From an optimization exercise on the open Yosys and OpenROAD flow, aimed at small area, a short achievable clock period and few clock cycles per item; shortcuts taken in it are not production practice.
Where RTL was checked, it was by simulation tests only, not by an equivalence proof against the original.
Power is estimated from default activity; no workload was simulated.

// linked_piece_set_table
module linked_piece_set_table (
    input  logic        clk,
    input  logic        rst_n,
    input  logic        s_tvalid,
    output logic        s_tready,
    input  logic [15:0] s_tdata,
    output logic        m_tvalid,
    input  logic        m_tready,
    output logic [7:0]  m_tdata
);
clock: 6.5 ns
lec_check: 0
abc_clock_period_in_ps: 2500
cap_margin: 20
core_margin: 2
core_utilization: 40
setup_slack_margin: 4.0
slew_margin: 20
run.sh (not shown) runs the stock make flow with config.mk's settings and CLKGATE_MAP_FILE= SYNTH_SCRIPT=/design/flow/synth_recipe.tcl, a recipe that flattens the netlist after the stock synthesis.
Then changed:
Settings changed: ABC_CLOCK_PERIOD_IN_PS 2500 to 3000, SETUP_SLACK_MARGIN 4.0 to 3.5.
Outcome: Routed wire length falls by 6.3%; register-to-register slack degrades by 0.30 ns; worst setup slack degrades by 0.30 ns; cell area went down by 5.5%; cell count decreases by 2.5%.
No functional check of the RTL was part of any run of this note.


## run 1
Another version of the RTL of linked_piece_set_table (not shown whole).
Size: about 1,600 cells after synthesis, about 540 flip-flops, ~30 I/O pins, roughly 23,000 sq um of cells after synthesis.
==> flow/config.mk <==
export PLATFORM = sky130hd
export DESIGN_NAME = linked_piece_set_table
export DESIGN_NICKNAME = linked_piece_set_table
export VERILOG_FILES = /design/flow/design.v
export SDC_FILE = /design/flow/constraint.sdc
export NUM_CORES = 4
export LEC_CHECK = 0
export CAP_MARGIN = 20
export CORE_MARGIN = 2
export CORE_UTILIZATION = 40
export CTS_CLUSTER_DIAMETER = 100
export CTS_CLUSTER_SIZE = 30
export SETUP_SLACK_MARGIN = 4.2
export SLEW_MARGIN = 20
export TNS_END_PERCENT = 5
==> flow/constraint.sdc <==
create_clock -name core_clock -period 6.5 [get_ports {clk}]
set_input_delay 1.3000 -clock core_clock [delete_from_list [all_inputs] [get_ports {clk}]]
set_output_delay 1.3000 -clock core_clock [all_outputs]
set_load 0.01 [all_outputs]
Run 1 completed end to end with timing, DRC and antenna clean.
Testbench counts of run 1, summed over its fixed seeds: cycles 24,016, items 24,000.
--- input diff run 1..run 2 ---
- swapping 5 for 10 in TNS_END_PERCENT
- swapping 4.2 for 4.1 in SETUP_SLACK_MARGIN
Findings:
Compare run 1 and run 2 | data required time of the critical path lower: run 1. In the tables for run 1 and run 2, part of the total power dissipated in the clock network reads lower with run 2. For maximum vdd ir drop, dividing the value from run 2 by the value from run 1 gives 1.12.
diff inputs: run 2 => run 3
- a change of CORE_UTILIZATION from 40 to 50
- an added PLACE_DENSITY of 0.75
- Result: PASS for each of run 2 and run 3
- Core box area for run 3 is lower than for run 2.
- As far as sequential cell power is concerned, run 3 and run 2 perform about the same.
- On clock-cell share of area: run 3 sits below run 2.
- Diff run 2 -> run 3: power share of the sequential group shows an increase of 0.8 points, non-clock buffer count went up 10.
- Relative to run 2, maximum single-stage delay on the critical path increased by 30 ps in run 3.
- Worst hold slack essentially unchanged between run 2 and run 3.
- Relative to run 2, run 3 degrades overall via count from detail_route.


linked_piece_set_table again, from the RTL that the note above started with.
clock: 6.5 ns
lec_check: 0
abc_clock_period_in_ps: 2500
cap_margin: 20
core_margin: 2
core_utilization: 40
setup_slack_margin: 3.9
slew_margin: 20
The first run ran to the end with no violations.
Testbench counts at the start, summed over its fixed seeds: cycles 24,016, items 24,000.
Next try:
- ABC_CLOCK_PERIOD_IN_PS: 2500 -> default
- CAP_MARGIN: 20 -> 0
- CTS_CLUSTER_DIAMETER: default -> 100
- CTS_CLUSTER_SIZE: default -> 30
- SETUP_SLACK_MARGIN: 3.9 -> 4.1
- SLEW_MARGIN: 20 -> 0
Result: The changed run went through all stages and came out clean. Synthesized cell count stays the same. Total power is lower by 17%. Clock-buffer cell count is lower by 43. Global-route usage is higher by 0.26 points. Die area stays the same. Design area is lower by 0.42%.
Next try:
- ABC_CLOCK_PERIOD_IN_PS: default -> 2500
- CAP_MARGIN: 0 -> 20
- CTS_CLUSTER_DIAMETER: 100 -> default
- CTS_CLUSTER_SIZE: 30 -> default
- SETUP_SLACK_MARGIN: 4.1 -> 4.0
- SLEW_MARGIN: 0 -> 20
After rerunning:
- die area is unchanged
- synthesized cell count does not change
- global-route usage shrinks by 0.18 points
- cell area grows by about 2%
- wire length shrinks by about 1.2%
Next try:
- ABC_CLOCK_PERIOD_IN_PS: 2500 -> default
- CTS_CLUSTER_DIAMETER: default -> 100
- CTS_CLUSTER_SIZE: default -> 30
- SETUP_SLACK_MARGIN: 4.0 -> 4.1
- TNS_END_PERCENT: default -> 0
- via count goes down by about 4.3%
- total power fell by 16%
- routed wire length went down by 7.1%
- final cell count is lower by about 3.3%
- combinational power fell by 2.8%
- sequential power is about the same
- hold slack improves by 0.0071 ns
- die area is unchanged
- utilization falls by 2.7 points
- sequential share of layout area went up by 3.4 points
- area after synthesis is unchanged

static timing again, ports no longer ideal:
The results above use ideal ports. As a check the final layouts listed here were re-extracted and re-timed, cells and wires unchanged.
Step 1, drivers: a clkbuf_16 drives clk and a buf_2 each remaining input, both assumed.
Step 2, shift: input delay + t, output delay - t, t = (earliest + latest rising clock arrival at the registers) / 2. This alone moves slack from input paths to output paths.
a / b / c = no drivers / after step 1 / after step 2; a / b = the first two.
run	t, ns	setup WS [ns]	latest minus earliest clock arrival (ns)	slew at the worst register clock pin (ns)
the first run of note 1	0.653	3.834 / 3.779 / 3.383	0.023 / 0.023	0.07 / 0.07
the second run of note 1	0.655	3.538 / 3.538 / 3.054	0.035 / 0.035	0.07 / 0.07
run 1	0.648	3.962 / 3.903 / 3.364	0.028 / 0.028	0.12 / 0.12
run 2	0.631	3.967 / 3.946 / 3.488	0.036 / 0.036	0.12 / 0.12
run 3	0.616	4.011 / 3.961 / 3.531	0.014 / 0.014	0.12 / 0.12
the first run of note 3	0.669	3.966 / 3.903 / 3.338	0.039 / 0.039	0.06 / 0.06
the second run of note 3	0.631	3.952 / 3.952 / 3.529	0.026 / 0.026	0.12 / 0.12
the third run of note 3	0.669	3.993 / 3.987 / 3.475	0.028 / 0.027	0.07 / 0.07
the fourth run of note 3	0.633	3.941 / 3.888 / 3.355	0.024 / 0.025	0.11 / 0.11
After both steps setup and hold are still met in every run listed. The setup slack of the first run of note 3, which loses most, moves by -0.063 ns with the drivers and by -0.628 ns with both steps.
